This is an optimization exercise on Yosys and OpenROAD, whose aim is small area, a short achievable clock period and few clock cycles per item, not a production implementation. RTL that was checked went through simulation tests only; none was proved equivalent to the original. No activity file was given, so power comes from the tool's default toggle rates.

==> 09-10 <==
## pkt_match_top
module pkt_match_top
(
  input  logic                                        clk_net,
  input  logic                                        rst,
  input  logic                                        in_vld,
  output logic                                        in_rdy,
  input  logic                                        in_sop,
  input  logic                                        in_eop,
  input  logic [3-1:0]                        in_length,
  input  logic [8*8-1:0]                 in_data,
  input  logic [4-1:0]                   type_word,
  input  logic [$clog2(8)-1:0]           type_off,
  input  logic [4*8-1:0]                 type_value,
  input  logic [4-1:0]                  sym_valid,
  input  logic [4*4-1:0]   sym_word,
  input  logic [4*8*8-1:0] sym_value,
  input  logic [4*4-1:0]        sym_buffer,
  input  logic                                        out_rdy,
  output logic                                        out_vld,
  output logic                                        out_sop,
  output logic                                        out_eop,
  output logic [3-1:0]                        out_length,
  output logic [8*8-1:0]                 out_data,
  output logic                                        out_hit,
  output logic [4-1:0]                        out_buffer
);
==> flow/config.mk <==
export PLATFORM = sky130hd
export DESIGN_NAME = pkt_match_top
export DESIGN_NICKNAME = pkt_match_top
export VERILOG_FILES = /design/flow/design.v
export SDC_FILE = /design/flow/constraint.sdc
export NUM_CORES = 4
export LEC_CHECK = 0
export CAP_MARGIN = 20
export CORE_MARGIN = 2
export CORE_UTILIZATION = 60
export CTS_CLUSTER_DIAMETER = 100
export CTS_CLUSTER_SIZE = 25
export SETUP_SLACK_MARGIN = 2.5
export SLEW_MARGIN = 20
==> flow/constraint.sdc <==
create_clock -name core_clock -period 4.5 [get_ports {clk_net}]
set_input_delay 0.9000 -clock core_clock [delete_from_list [all_inputs] [get_ports {clk_net}]]
set_output_delay 0.9000 -clock core_clock [all_outputs]
set_load 0.01 [all_outputs]
standard.sh (not shown) runs the stock make flow with config.mk's settings and CLKGATE_MAP_FILE= SYNTH_SCRIPT=/design/flow/synth_recipe.tcl, a recipe that flattens the netlist after the stock synthesis.
==> flow/flow/run.sh <==
#!/bin/bash
cp standard.sh standard_sh.txt
cp synth_recipe.tcl synth_recipe_tcl.txt
export BUFFER_PORTS_ARGS="-buffer_cell sky130_fd_sc_hd__buf_1"
bash standard.sh > standard.log 2>&1
==> 02-21: changes against 09-10 <==
--- a/flow/design.v
+++ b/flow/design.v
@@ -28,15 +28,14 @@
   } match_state_t;
 endpackage
 module word_matcher
 (
   input  logic                                        clk_net,
   input  logic                                        rst,
   input  logic                                        accept,
-  input  logic                                        a_load,
   input  logic                                        in_sop,
   input  logic                                        in_eop,
   input  logic [3-1:0]                        in_length,
   input  logic [8*8-1:0]                 in_data,
   input  logic [4-1:0]                   type_word,
   input  logic [$clog2(8)-1:0]           type_off,
   input  logic [4*8-1:0]                 type_value,
@@ -44,15 +43,14 @@
   input  logic [4*4-1:0]   sym_word,
   input  logic [4*8*8-1:0] sym_value,
   input  logic [4*4-1:0]        sym_buffer,
   output logic                                        av,
   output logic                                        amv,
   output logic                                        bv,
   input  logic                                        bmv,
-  input  logic                                        b_free,
   output logic                                        bload,
   output logic [2+3+8*8+1+4-1:0] tword
 );
   localparam int OFF_W = 4;
   localparam int DW    = 8*8;
   localparam int NS    = 4;
   localparam int BW    = 4;
@@ -63,15 +61,15 @@
   logic [4:0]               toh_r;
   logic [31:0]              type_value_r;
   logic [NS-1:0]            sym_valid_r;
   logic [NS*OFF_W-1:0]      sym_word_r;
   logic [NS*DW-1:0]         sym_value_r;
   logic [NS*BW-1:0]         sym_buffer_r;
   logic                     a_inpkt_r;
-  logic [OFF_W-1:0]         a_noff_r;
+  logic [OFF_W-1:0]         a_off_r;
   logic                     pw_r;
   logic                     ten_r;
   logic [NS-1:0]            sen_r;
   logic                     tseen_r, sseen_r;
   logic [BW-1:0]            buf_r;
   assign amv = av & (~pw_r | ~bv | bmv);
   always_ff @(posedge clk_net) begin
@@ -80,15 +78,15 @@
     end else if (accept) begin
       av <= 1'b1;
     end else if (amv) begin
       av <= 1'b0;
     end
   end
   always_ff @(posedge clk_net) begin
-    if (a_load) begin
+    if (accept) begin
       sop_r  <= in_sop;
       eop_r  <= in_eop;
       len_r  <= in_length;
       data_r <= in_data;
     end
     if (accept && in_sop) begin
       type_word_r  <= type_word;
@@ -104,15 +102,15 @@
   logic [OFF_W-1:0] a_off;
   logic             a_len7;
   logic [OFF_W-1:0] a_tw;
   logic [4:0]       a_toh;
   logic             a_lenok;
   logic [NS-1:0]    a_sen;
   assign a_pw   = in_sop | a_inpkt_r;
-  assign a_off  = in_sop ? '0 : a_noff_r;
+  assign a_off  = in_sop ? '0 : ((a_off_r == '1) ? a_off_r : a_off_r + 1'b1);
   assign a_len7 = (in_length == 3'd7);
   always_comb begin
     for (int i = 0; i < 5; i++) a_toh[i] = in_sop ? (type_off == 3'(i)) : toh_r[i];
     a_tw = in_sop ? type_word : type_word_r;
     a_lenok = (a_toh[0] & (in_length[2] | (in_length[1] & in_length[0]))) |
               (a_toh[1] & in_length[2]) |
               (a_toh[2] & in_length[2] & (in_length[1] | in_length[0])) |
@@ -127,50 +125,41 @@
     if (rst) begin
       a_inpkt_r <= 1'b0;
     end else if (accept && a_pw) begin
       a_inpkt_r <= ~in_eop;
     end
   end
   always_ff @(posedge clk_net) begin
-    if (a_load) begin
+    if (accept) begin
       pw_r  <= a_pw;
       ten_r <= (a_tw == a_off) & a_lenok;
       sen_r <= a_sen;
     end
     if (accept && a_pw) begin
-      a_noff_r <= (a_off == '1) ? a_off : a_off + 1'b1;
+      a_off_r <= a_off;
     end
   end
   logic [31:0]      tsel;
-  logic [1:0]       type_eq;
+  logic             type_hit;
   always_comb begin
     tsel = '0;
     for (int i = 0; i < 5; i++) begin
       tsel = tsel | ({32{toh_r[i]}} & data_r[8*i +: 32]);
     end
-    for (int h = 0; h < 2; h++) begin
-      type_eq[h] = (tsel[16*h +: 16] == type_value_r[16*h +: 16]);
-    end
+    type_hit = ten_r && (tsel == type_value_r);
   end
-  localparam int NC = DW / 16;
-  logic [NS*NC-1:0] sym_eq;
+  logic [NS-1:0]    sym_hits;
   always_comb begin
     for (int k = 0; k < NS; k++) begin
-      for (int c = 0; c < NC; c++) begin
-        sym_eq[k*NC + c] = (data_r[16*c +: 16] == sym_value_r[k*DW + 16*c +: 16]);
-      end
+      sym_hits[k] = sen_r[k] && data_r == sym_value_r[k*DW +: DW];
     end
   end
   logic                     b_sop, b_eop;
   logic [3-1:0]     b_len;
   logic [DW-1:0]            b_data;
-  logic                     b_ten;
-  logic [1:0]               b_teq;
-  logic [NS-1:0]            b_sen;
-  logic [NS*NC-1:0]         b_eq;
   logic                     b_th;
   logic [NS-1:0]            b_hits;
   logic [NS*BW-1:0]         b_sbuf;
   logic                     b_sh;
   logic [BW-1:0]            b_buf;
   logic                     tacc, sacc, verdict;
   logic [BW-1:0]            bacc;
@@ -181,31 +170,25 @@
     end else if (bload) begin
       bv <= 1'b1;
     end else if (bmv) begin
       bv <= 1'b0;
     end
   end
   always_ff @(posedge clk_net) begin
-    if (b_free) begin
+    if (bload) begin
       b_sop  <= sop_r;
       b_eop  <= eop_r;
       b_len  <= len_r;
       b_data <= data_r;
-      b_ten  <= ten_r;
-      b_teq  <= type_eq;
-      b_sen  <= sen_r;
-      b_eq   <= sym_eq;
+      b_th   <= type_hit;
+      b_hits <= sym_hits;
       b_sbuf <= sym_buffer_r;
     end
   end
   always_comb begin
-    b_th = b_ten & (&b_teq);
-    for (int k = 0; k < NS; k++) b_hits[k] = b_sen[k] & (&b_eq[k*NC +: NC]);
-  end
-  always_comb begin
     b_sh  = 1'b0;
     b_buf = '0;
     for (int k = 0; k < NS; k++) begin
       if (b_hits[k]) begin
         b_sh  = 1'b1;
         b_buf = b_sbuf[k*BW +: BW];
       end
@@ -254,20 +237,18 @@
       if (sk_vld) begin
         if (out_rdy) sk_vld <= push;
       end else begin
         sk_vld <= push & out_vld & ~out_rdy;
       end
     end
   end
-  logic [W-1:0] out_next;
-  assign out_next = ({W{out_en & sk_vld}} & sk_word) |
-                    ({W{out_en & ~sk_vld}} & push_word) |
-                    ({W{~out_en}} & out_word);
   always_ff @(posedge clk_net) begin
-    out_word <= out_next;
+    if (out_en) begin
+      out_word <= sk_vld ? sk_word : push_word;
+    end
     if (room) begin
       sk_word <= push_word;
     end
   end
 endmodule
 module pkt_match_top
 (
@@ -296,24 +277,22 @@
   output logic [4-1:0]                        out_buffer
 );
   localparam int W = 2 + 3 + 8*8 + 1 + 4;
   logic         rdy_r;
   logic         accept;
   logic         av, amv, bv, bmv, bload, room, sk_vld;
   logic [W-1:0] tword, out_word;
-  logic         av_next, bv_next, sk_next, ov_next;
-  logic         rdy_port_r;
-  assign in_rdy = rdy_port_r;
+  logic         av_next, bv_next, sk_next;
+  assign in_rdy = rdy_r;
   assign accept = in_vld & rdy_r;
   assign bmv    = bv & room;
   word_matcher u_matcher (
     .clk_net    (clk_net),
     .rst        (rst),
     .accept     (accept),
-    .a_load     (rdy_r),
     .in_sop     (in_sop),
     .in_eop     (in_eop),
     .in_length  (in_length),
     .in_data    (in_data),
     .type_word  (type_word),
     .type_off   (type_off),
     .type_value (type_value),
@@ -321,15 +300,14 @@
     .sym_word   (sym_word),
     .sym_value  (sym_value),
     .sym_buffer (sym_buffer),
     .av         (av),
     .amv        (amv),
     .bv         (bv),
     .bmv        (bmv),
-    .b_free     (~bv | room),
     .bload      (bload),
     .tword      (tword)
   );
   egress_stage #(.W(W)) u_egress (
     .clk_net   (clk_net),
     .rst       (rst),
     .out_rdy   (out_rdy),
@@ -338,20 +316,17 @@
     .room      (room),
     .sk_vld    (sk_vld),
     .push      (bmv),
     .push_word (tword)
   );
   assign av_next = accept | (av & ~amv);
   assign bv_next = bload | (bv & ~bmv);
-  assign ov_next = (~out_vld | out_rdy) ? (sk_vld | bmv) : 1'b1;
   assign sk_next = sk_vld ? (~out_rdy | bmv) : (bmv & out_vld & ~out_rdy);
   always_ff @(posedge clk_net) begin
     if (rst) begin
-      rdy_r      <= 1'b1;
-      rdy_port_r <= 1'b1;
+      rdy_r <= 1'b1;
     end else begin
-      rdy_r      <= ~(av_next & bv_next & sk_next);
-      rdy_port_r <= ~(av_next & bv_next & sk_next & ov_next);
+      rdy_r <= ~(av_next & bv_next & sk_next);
     end
   end
   assign {out_sop, out_eop, out_length, out_data, out_hit, out_buffer} = out_word;
 endmodule
==> flow/run.sh (new file) <==
#!/bin/bash
# synth_recipe.tcl (not shown) runs the flow's synth.tcl, then flattens the netlist and writes it again
# the make line also repeats each setting of config.mk as NAME=value (left out here)
make -C /OpenROAD-flow-scripts/flow DESIGN_CONFIG=/design/flow/config.mk WORK_HOME=/design/flow/orfs CLKGATE_MAP_FILE= SYNTH_SCRIPT=/design/flow/synth_recipe.tcl finish
==> flow/config.mk (replaced) <==
export PLATFORM = sky130hd
export DESIGN_NAME = pkt_match_top
export DESIGN_NICKNAME = pkt_match_top
export VERILOG_FILES = /design/flow/design.v
export SDC_FILE = /design/flow/constraint.sdc
export NUM_CORES = 4
export LEC_CHECK = 0
export ABC_CLOCK_PERIOD_IN_PS = 2000
export CAP_MARGIN = 20
export CORE_MARGIN = 2
export CORE_UTILIZATION = 40
export SETUP_SLACK_MARGIN = 2.5
export SLEW_MARGIN = 20
removed: flow/flow/run.sh
removed: flow/standard.sh
==> 12-20: changes against 09-10 <==
--- a/flow/design.v
+++ b/flow/design.v
@@ -63,15 +63,15 @@
   logic [4:0]               toh_r;
   logic [31:0]              type_value_r;
   logic [NS-1:0]            sym_valid_r;
   logic [NS*OFF_W-1:0]      sym_word_r;
   logic [NS*DW-1:0]         sym_value_r;
   logic [NS*BW-1:0]         sym_buffer_r;
   logic                     a_inpkt_r;
-  logic [OFF_W-1:0]         a_noff_r;
+  logic [OFF_W-1:0]         a_off_r;
   logic                     pw_r;
   logic                     ten_r;
   logic [NS-1:0]            sen_r;
   logic                     tseen_r, sseen_r;
   logic [BW-1:0]            buf_r;
   assign amv = av & (~pw_r | ~bv | bmv);
   always_ff @(posedge clk_net) begin
@@ -104,15 +104,15 @@
   logic [OFF_W-1:0] a_off;
   logic             a_len7;
   logic [OFF_W-1:0] a_tw;
   logic [4:0]       a_toh;
   logic             a_lenok;
   logic [NS-1:0]    a_sen;
   assign a_pw   = in_sop | a_inpkt_r;
-  assign a_off  = in_sop ? '0 : a_noff_r;
+  assign a_off  = in_sop ? '0 : ((a_off_r == '1) ? a_off_r : a_off_r + 1'b1);
   assign a_len7 = (in_length == 3'd7);
   always_comb begin
     for (int i = 0; i < 5; i++) a_toh[i] = in_sop ? (type_off == 3'(i)) : toh_r[i];
     a_tw = in_sop ? type_word : type_word_r;
     a_lenok = (a_toh[0] & (in_length[2] | (in_length[1] & in_length[0]))) |
               (a_toh[1] & in_length[2]) |
               (a_toh[2] & in_length[2] & (in_length[1] | in_length[0])) |
@@ -133,15 +133,15 @@
   always_ff @(posedge clk_net) begin
     if (a_load) begin
       pw_r  <= a_pw;
       ten_r <= (a_tw == a_off) & a_lenok;
       sen_r <= a_sen;
     end
     if (accept && a_pw) begin
-      a_noff_r <= (a_off == '1) ? a_off : a_off + 1'b1;
+      a_off_r <= a_off;
     end
   end
   logic [31:0]      tsel;
   logic [1:0]       type_eq;
   always_comb begin
     tsel = '0;
     for (int i = 0; i < 5; i++) begin
==> notes.md <==
metric                                                                        09-10                      02-21                      12-20
Min-Delay Startpoint                                      u_matcher.sym_buffer_r[3]         u_matcher.len_r[1]  u_matcher.sym_buffer_r[0]
Floorplan row count                                                              76                         93                         76
Floorplan Core Area                                                     43300 sq um                64100 sq um                43200 sq um
Slowest-stage cell, CP                                    sky130_fd_sc_hd__edfxtp_1  sky130_fd_sc_hd__edfxtp_1     sky130_fd_sc_hd__or4_1
Final #Nets                                                                    2575                       2550                       2586
Clock buffers and inverters, area share                                       2.74%                      6.27%                      2.72%
Count of instances resized after the clock tree is built                        239                        394                        260
Starting utilization of the core area                                         61.0%                      40.3%                      60.8%
Status                                                     timing/DRC/antenna clean   timing/DRC/antenna clean   timing/DRC/antenna clean
Via count of the first global-routing pass                                    15637                      16462                      15749
Number of clock buffers in the layout                                            45                         84                         45
Crit share post-route                                                         46.3%                      57.6%                      47.9%
Routed metal-1 wire length                                            28000 microns              38600 microns              28900 microns
Reg2Reg Capture Point                                            u_matcher.b_teq[0]        u_matcher.b_hits[1]         u_matcher.sen_r[0]
Comb_multi_in                                                                   857                        688                        852
Reported sequential group power                                             7400 uW                    7210 uW                    7370 uW
Synth cell types                                                                 49                         52                         47
Final Core Density                                                            72.2%                      55.6%                      73.0%
Slew of the pin with the lowest slew margin                                0.747 ns                   0.866 ns                    1.15 ns
Avg Cell Area, Syn                                                       15.9 sq um                 17.3 sq um                 15.9 sq um
Buffers and inverters on the worst path                                           0                          0                          1
Routed Wire Length                                                    70400 microns              93300 microns              71700 microns
Maximum achievable frequency                                                480 MHz                    386 MHz                    464 MHz
Testbench counts of 12-20, summed over its fixed seeds: cycles 17,426, words 13,509.
Function not checked in 09-10 and 02-21: the RTL went through the layout flow alone.

what the ideal ports hide:
No port has a modelled driver above. Below, the same layouts with a new extraction and two added sets of constraints.
Step 1: set_driving_cell puts a clkbuf_16 on clk_net and a buf_2 on each other input, an assumption about the parent block.
Step 2, shift: input delay + t, output delay - t, t = (earliest + latest rising clock arrival at the registers) / 2. This alone moves slack from input paths to output paths.
a / b / c = no drivers / after step 1 / after step 2; a / b = the first two.
run | shift t [ns] | setup WS [ns] | cell pins on the clock port's net
09-10 | 0.675 | 2.415 / 2.415 / 2.015 | 1
02-21 | 0.665 | 1.909 / 1.909 / 1.636 | 1
12-20 | 0.667 | 2.344 / 2.344 / 1.948 | 1
After both steps setup and hold are still met in every run listed. The setup slack of 09-10, which loses most, moves by 0.000 ns with the drivers and by -0.400 ns with both steps.
